This design comes from an exercise in tuning for small area on the open sky130 flow, not from production work. Only simulation tests tie the RTL to the original design; equivalence was not proved. Power is estimated from default activity; no workload was simulated.

<file path="config.mk">
export PLATFORM = sky130hd
export DESIGN_NAME = alu_operand_stage
export DESIGN_NICKNAME = alu_operand_stage
export VERILOG_FILES = /design/flow/design.v
export SDC_FILE = /design/flow/constraint.sdc
export NUM_CORES = 4
export LEC_CHECK = 0
export CAP_MARGIN = 20
export CORE_MARGIN = 2
export CORE_UTILIZATION = 40
export SLEW_MARGIN = 20
export SYNTH_HIERARCHICAL = 1
export SYNTH_MINIMUM_KEEP_SIZE = 0
</file>
<file path="constraint.sdc">
create_clock -name core_clock -period 5.5 [get_ports {clk}]
set_input_delay 1.1000 -clock core_clock [delete_from_list [all_inputs] [get_ports {clk}]]
set_output_delay 1.1000 -clock core_clock [all_outputs]
set_load 0.01 [all_outputs]
</file>
<file path="design.v">
package alu_pkg;
  localparam int DATA_W   = 32;
  localparam int REG_AW   = 5;
  localparam int NUM_REGS = 1 << REG_AW;
  typedef enum logic [2:0] {
    ALU_ADD = 3'd0,
    ALU_SUB = 3'd1,
    ALU_AND = 3'd2,
    ALU_OR  = 3'd3,
    ALU_SLT = 3'd4
  } alu_sel_e;
  typedef enum logic {
    ST_EMPTY = 1'b0,
    ST_FULL  = 1'b1
  } issue_state_e;
  function automatic logic [NUM_REGS-1:0] addr_mask(input logic [REG_AW-1:0] a);
    addr_mask    = '0;
    addr_mask[a] = 1'b1;
  endfunction
endpackage
module alu_hold
(
  input  logic w,
  input  logic nw,
  input  logic d,
  input  logic q,
  output logic y
);
  assign y = (w & d) | (nw & q);
endmodule
module alu_rd3
(
  input  logic [2:0] s,
  input  logic [2:0] d,
  output logic       y
);
  assign y = ~((s[0] & d[0]) | (s[1] & d[1]) | (s[2] & d[2]));
endmodule
module alu_rd1
(
  input  logic s,
  input  logic d,
  output logic y
);
  assign y = ~(s & d);
endmodule
module alu_rdor
(
  input  logic [10:0] yn,
  input  logic        hold,
  input  logic        q,
  output logic        y
);
  assign y = ~&yn | (hold & q);
endmodule
import alu_pkg::*;
module alu_operand_stage
(
  input  logic              clk,
  input  logic              rst,
  input  logic              in_valid,
  output logic              in_ready,
  input  logic [2:0]        in_sel,
  input  logic [REG_AW-1:0] in_rs,
  input  logic [REG_AW-1:0] in_rt,
  input  logic [REG_AW-1:0] in_rd,
  output logic              out_valid,
  input  logic              out_ready,
  output logic [DATA_W-1:0] out_a,
  output logic [DATA_W-1:0] out_b,
  output logic [2:0]        out_sel,
  output logic [REG_AW-1:0] out_rd,
  input  logic              wb_en,
  input  logic [REG_AW-1:0] wb_addr,
  input  logic [DATA_W-1:0] wb_data,
  output logic [15:0]       stall_cnt
);
  localparam int OUT_W = 3 + REG_AW;
  logic [NUM_REGS-1:1][DATA_W-1:0] mem, mem_d;
  logic [NUM_REGS-1:1] valid, pending;
  logic [NUM_REGS-1:1] wsel, nwsel, sel_a, sel_b, dec_rs, dec_rt, dec_rd, dec_wb;
  logic [DATA_W-1:0]   a_d, b_d;
  logic [OUT_W-1:0]    out_q, out_d, out_n;
  logic                hazard, slot_free, accept, nacc;
  always_comb begin
    for (int i = 1; i < NUM_REGS; i++) begin
      dec_rs[i] = (in_rs   == REG_AW'(i));
      dec_rt[i] = (in_rt   == REG_AW'(i));
      dec_rd[i] = (in_rd   == REG_AW'(i));
      dec_wb[i] = (wb_addr == REG_AW'(i));
    end
  end
  assign wsel  = dec_wb & {(NUM_REGS-1){wb_en}};
  assign nwsel = ~wsel;
  for (genvar i = 1; i < NUM_REGS; i++) begin : g_reg
    for (genvar j = 0; j < DATA_W; j++) begin : g_bit
      alu_hold u_hold (.w(wsel[i]), .nw(nwsel[i]), .d(wb_data[j]), .q(mem[i][j]),
                       .y(mem_d[i][j]));
    end
  end
  always_ff @(posedge clk) mem <= mem_d;
  always_ff @(posedge clk) begin
    if (rst) valid <= '0;
    else     valid <= valid | wsel;
  end
  assign sel_a = dec_rs & valid & {(NUM_REGS-1){accept}};
  assign sel_b = dec_rt & valid & {(NUM_REGS-1){accept}};
  for (genvar j = 0; j < DATA_W; j++) begin : g_rd
    logic [10:0] pa, pb;
    for (genvar k = 0; k < 10; k++) begin : g_grp
      alu_rd3 u_a (.s(sel_a[3*k+3:3*k+1]),
                   .d({mem[3*k+3][j], mem[3*k+2][j], mem[3*k+1][j]}), .y(pa[k]));
      alu_rd3 u_b (.s(sel_b[3*k+3:3*k+1]),
                   .d({mem[3*k+3][j], mem[3*k+2][j], mem[3*k+1][j]}), .y(pb[k]));
    end
    alu_rd1  u_a31 (.s(sel_a[31]), .d(mem[31][j]), .y(pa[10]));
    alu_rd1  u_b31 (.s(sel_b[31]), .d(mem[31][j]), .y(pb[10]));
    alu_rdor u_ora (.yn(pa), .hold(nacc), .q(out_a[j]), .y(a_d[j]));
    alu_rdor u_orb (.yn(pb), .hold(nacc), .q(out_b[j]), .y(b_d[j]));
  end
  assign hazard    = |(dec_rs & pending) | |(dec_rt & pending) |
                     (|(dec_rd & pending) & ~(wb_en && wb_addr == in_rd));
  assign slot_free = ~out_valid | out_ready;
  assign in_ready  = slot_free & ~hazard & ~rst;
  assign accept    = in_valid & in_ready;
  assign nacc      = ~accept;
  always_ff @(posedge clk) begin
    if (rst) begin
      out_valid <= 1'b0;
      pending   <= '0;
      stall_cnt <= '0;
    end else begin
      out_valid <= accept | (out_valid & ~out_ready);
      pending <= (pending & ~wsel) | (dec_rd & {(NUM_REGS-1){accept}});
      if (in_valid && slot_free && hazard && stall_cnt != 16'hFFFF)
        stall_cnt <= stall_cnt + 16'd1;
    end
  end
  always_ff @(posedge clk) begin
    out_a <= a_d;
    out_b <= b_d;
  end
  assign out_n = {in_sel, in_rd};
  for (genvar j = 0; j < OUT_W; j++) begin : g_out
    alu_hold u_hold (.w(accept), .nw(nacc), .d(out_n[j]), .q(out_q[j]), .y(out_d[j]));
  end
  always_ff @(posedge clk) out_q <= out_d;
  assign {out_sel, out_rd} = out_q;
endmodule
</file>
<file path="flow/run.sh">
#!/bin/bash
set -e
export CTS_ARGS="-sink_clustering_enable -repair_clock_nets -dont_use_dummy_load -buf_list {sky130_fd_sc_hd__clkbuf_8}"
export BUFFER_PORTS_ARGS="-inputs -outputs -buffer_cell sky130_fd_sc_hd__buf_2"
bash standard.sh > standard.log 2>&1
</file>
<file path="standard.sh">
#!/bin/bash
# synth_recipe.tcl (not shown) runs the flow's synth.tcl, then flattens the netlist and writes it again
# the make line also repeats each setting of config.mk as NAME=value (left out here)
make -C /OpenROAD-flow-scripts/flow DESIGN_CONFIG=/design/flow/config.mk WORK_HOME=/design/flow/orfs CLKGATE_MAP_FILE= SYNTH_SCRIPT=/design/flow/synth_recipe.tcl "${@:-finish}"
</file>
==> flow_metrics.py <==
metrics = {
    "final_layout": {
        "drive_above_1_share": 0.174,
        "nets": 4335,
        "syn2layout_area_growth_pct": 17.4,
        "post-route-util": 0.472,
    },
    "synth": {
        "yosys.area.top_type": "dfxtp_1",
        "synth-xor-area-share": 0.00120,
        "synth_top_area_frac": 0.523,
        "synth_top_family_by_area": "compound AO/OA/AOI/OAI gates",
        "synthMuxAreaShare": 0.00843,
        "synth_area_leaders": "dfxtp_1 52%, a22o_1 20%, a222oi_1 15%",
        "syn_inst": 3726,
        "synth_seq_area_share": 0.523,
        "netlist_area_um2": 43800,
        "synth_edf_count": 0,
        "ys_types": 68,
        "synthTopCellsByCount": "1143 x dfxtp_1, 1001 x a22o_1, 640 x a222oi_1",
        "ys_ff_latch": 1143,
        "syn_avg_cell_area_um2": 11.7,
        "synth_adder_area_share": 0.000286,
        "ys.flop_type": "dfxtp_1",
        "synth_most_common_cell": "dfxtp_1",
        "synth_compound_area_frac": 0.378,
        "synthSimpleGateAreaFrac": 0.0813,
        "async_flop_share": 0,
        "syn_nets": 3787,
        "yosys_warnings": 7,
    },
    "critical_path": {
        "crit_slowest_cell": "and3_2",
        "path_cells": "buf_2 > mux2i_1 > a21oi_1 > a311o_1 > or4_1 > nor4_4 > nand4_1 > buf_12 > nor3_1 > and3_2 > buf_4 > a222oi_1 > nand4_1 > a2111o_1",
        "endpoint_kind": "flip-flop",
        "worstSetupStartpointType": "primary input",
        "cp_max_fo": 26,
        "crit_top_cell": "nand4_1",
        "cp_slowest_stage_delay_ps": 960,
        "worstPathArrival_ps": 5770,
        "reg2regPathDepth": 13,
        "cp_data_required_time_ps": 6290,
        "crit_type": "primary input to flip-flop",
    },
    "cts": {
        "cts_buffers": 184,
        "root_buffer": "clkbuf_8",
        "insertion_delay_ps": 890,
        "ctsResizeCount": 0,
        "cts_sinks": 1143,
        "cts_hold_buf": 0,
        "h-tree-depth": 4,
        "tritoncts": "yes",
        "clk_path_buf_depth": 3,
        "post-cts-setup-buffers": 0,
        "path_clk_slew_ps": 60,
    },
    "floorplan": {
        "rows": 121,
        "coreArea_um2": 109000,
        "initial_core_util": 0.403,
        "dieHeight_um": 335,
        "dieArea_um2": 112000,
        "die_x_um": 335,
        "io-pin-count": 150,
    },
    "power": {
        "p_sw_mw": 5.06,
        "combPwrFrac": 0.090,
        "power_density_nw_per_um2": 365,
        "p_sw_frac": 0.270,
        "peakVddDrop_uv": 215,
        "p_int_mw": 13.7,
        "leakage_nw": 21.4,
        "sequentialPowerShare": 0.584,
        "p_clk_frac": 0.325,
    },
    "sta": {
        "slew_violations": 0,
        "finalSetupViolations": 0,
        "hold_viol": 0,
        "tightest_slew_ps": 1220,
        "timing.final.crit_share": 0.906,
        "setup_tns_ps": 0,
        "fmaxAchievable_mhz": 201,
        "finClkSkew_ps": 79.6,
        "fin_crit_ps": 4980,
        "rsz0062_at_grt": "no",
        "hold_slack_ps": 463,
        "slew_headroom": 0.187,
    },
    "route": {
        "postRouteWirelength_um": 214000,
        "ant_nets": 0,
        "first_pass_iters": 14,
        "vias_per_cell": 7.80,
        "post_drt_wl_per_cell_um": 37.5,
        "num_vias": 44400,
        "drt_iter0_markers": 9702,
        "drc": 0,
    },
    "grt": {
        "antenna_found_initial": 12,
        "grt_overflow": 0,
        "grt_pass1_vias": 41500,
        "grt_pass1_wl_um": 300000,
        "grt_max_degree": 63,
        "grt.total_usage": 0.364,
    },
    "placement": {
        "numPortBuffers": 149,
        "dp_hpwl_um": 129000,
        "gp_congestion": 0.951,
    },
    "worst_hold_path": {
        "whs_path_depth": 1,
        "hold_class": "flip-flop to flip-flop",
    },
    "flow_run": {
        "cap_violations": 0,
    },
    "outcome": {
        "status": "timing/DRC/antenna clean",
    },
}
-- metal layers --
metal	global-route usage	vias to the layer above	wire length, um
met5	0	-	157
met2	0.514	4012	86400
met4	0.184	19	12200
met3	0.153	863	35200
met1	0.471	21700	79500
li1	-	17800	-
-- registers in the layout, indices dropped and copies added (netlist names) --
signal     count
stall_cnt     16
out_b         32
valid         31
out_valid      1
out_a         32
out_q          8
pending       31
mem          992
-- worst paths after layout --
path	start	to	slack [ps]
worst max-delay path	in_rs[4]	out_a[20]	520
worst max register to register	pending[24]	out_a[20]	660
worst min-delay path	out_q[0]	out_q[0]	460
worst min register to register	out_q[0]	out_q[0]	460
-- cells by family (layout without fill, tap and decap cells) --
kind of cell,count (synthesis),in the layout
AND/OR/NAND/NOR,668,668
adder cells (fa/ha/maj),1,1
flip-flops,1143,1143
XOR/XNOR,6,6
buffers and inverters,89,635
other,0,2
AO/OA/AOI/OAI,1786,1786
multiplexers,33,33
-- power groups by stage --
stage / Clock (mW) / Sequential, mW / Combinational (mW)
6_report: 6.10 / 11.0 / 1.69
5_1_grt: 6.45 / 11.1 / 1.83
4_1_cts: 6.11 / 10.9 / 1.66
3_5_place_dp: 0 / 11.0 / 1.66
3_3_place_gp: 0 / 11.0 / 1.59
2_1_floorplan: 0 / 10.7 / 1.23
-- area by class of cell --
class	count	area, um2
clock buffers	184	2530
well taps	1414	1770
fillers	10000	57300
repair buffers	405	3270
flip-flops and latches	1143	22900
multi-input cells	2494	20700
inverters	46	173
diodes	2	5.00
-- metrics by stage --
stage | area (um2) | std cells | total power [mW] | setup WS [ps]
2_1_floorplan | 43800 | 3726 | 11.9 | 453
3_5_place_dp | 48800 | 5502 | 12.7 | 8.58
6_report | 51400 | 5688 | 18.7 | 517
3_3_place_gp | 48800 | 5502 | 12.6 | 119
5_1_grt | 51400 | 5687 | 19.4 | 541
4_1_cts | 51300 | 5686 | 18.6 | 898
-- Yosys stat by module, one instance, submodules excluded --
module,copies in the design,flip-flops and latches,cell area (um2)
alu_hold,1000,0,8.76
alu_rd1,64,0,3.75
alu_rdor,64,0,28.8
alu_rd3,640,0,10.0
alu_operand_stage,1,1143,26500
-- critical path, delay by kind of cell --
family                 cells  cell delay (ps)
AO/OA/AOI/OAI              4              720
buffers and inverters      3              980
AND/OR/NAND/NOR            6             2660
multiplexers               1              280
-- cells in the final DEF (no fill, tap or decap), types with 16 or more instances in the layout --
cell	instances
a2111o_1	66
a222oi_1	640
a22o_1	1001
and3_2	58
buf_12	48
buf_2	149
buf_4	208
clkbuf_8	184
dfxtp_1	1143
inv_1	16
mux2_2	19
nand2_1	102
nand2_2	24
nand3_1	109
nand4_1	149
nor2_1	103
nor2b_1	31
o31ai_1	16

afterwards: timing with drivers on the ports:
Ports are ideal in the flow. The routed layout listed here was re-timed in OpenROAD.
Step 1 sets driving cells, clkbuf_16 on the clock port and buf_2 on the other inputs (assumed; they add their load-dependent delay and slew).
Step 2 times the ports against the registers' clock, not the clock port: input delays grow and output delays shrink by t, the midpoint of the rising clock arrivals with the driver on.
Three values: ideal, step 1, step 2; two values: the first two.
shift t [ns]: 0.927
setup WS [ns]: 0.517 / 0.564 / -0.363
worst setup path at the end: input to register
latest minus earliest clock arrival (ns): 0.081 / 0.082
worst register clock-pin slew, ns: 0.07 / 0.07
With both steps, setup timing fails in this run, where it was met with ideal ports. The setup slack of this run moves by +0.047 ns with the drivers and by -0.880 ns with both steps.
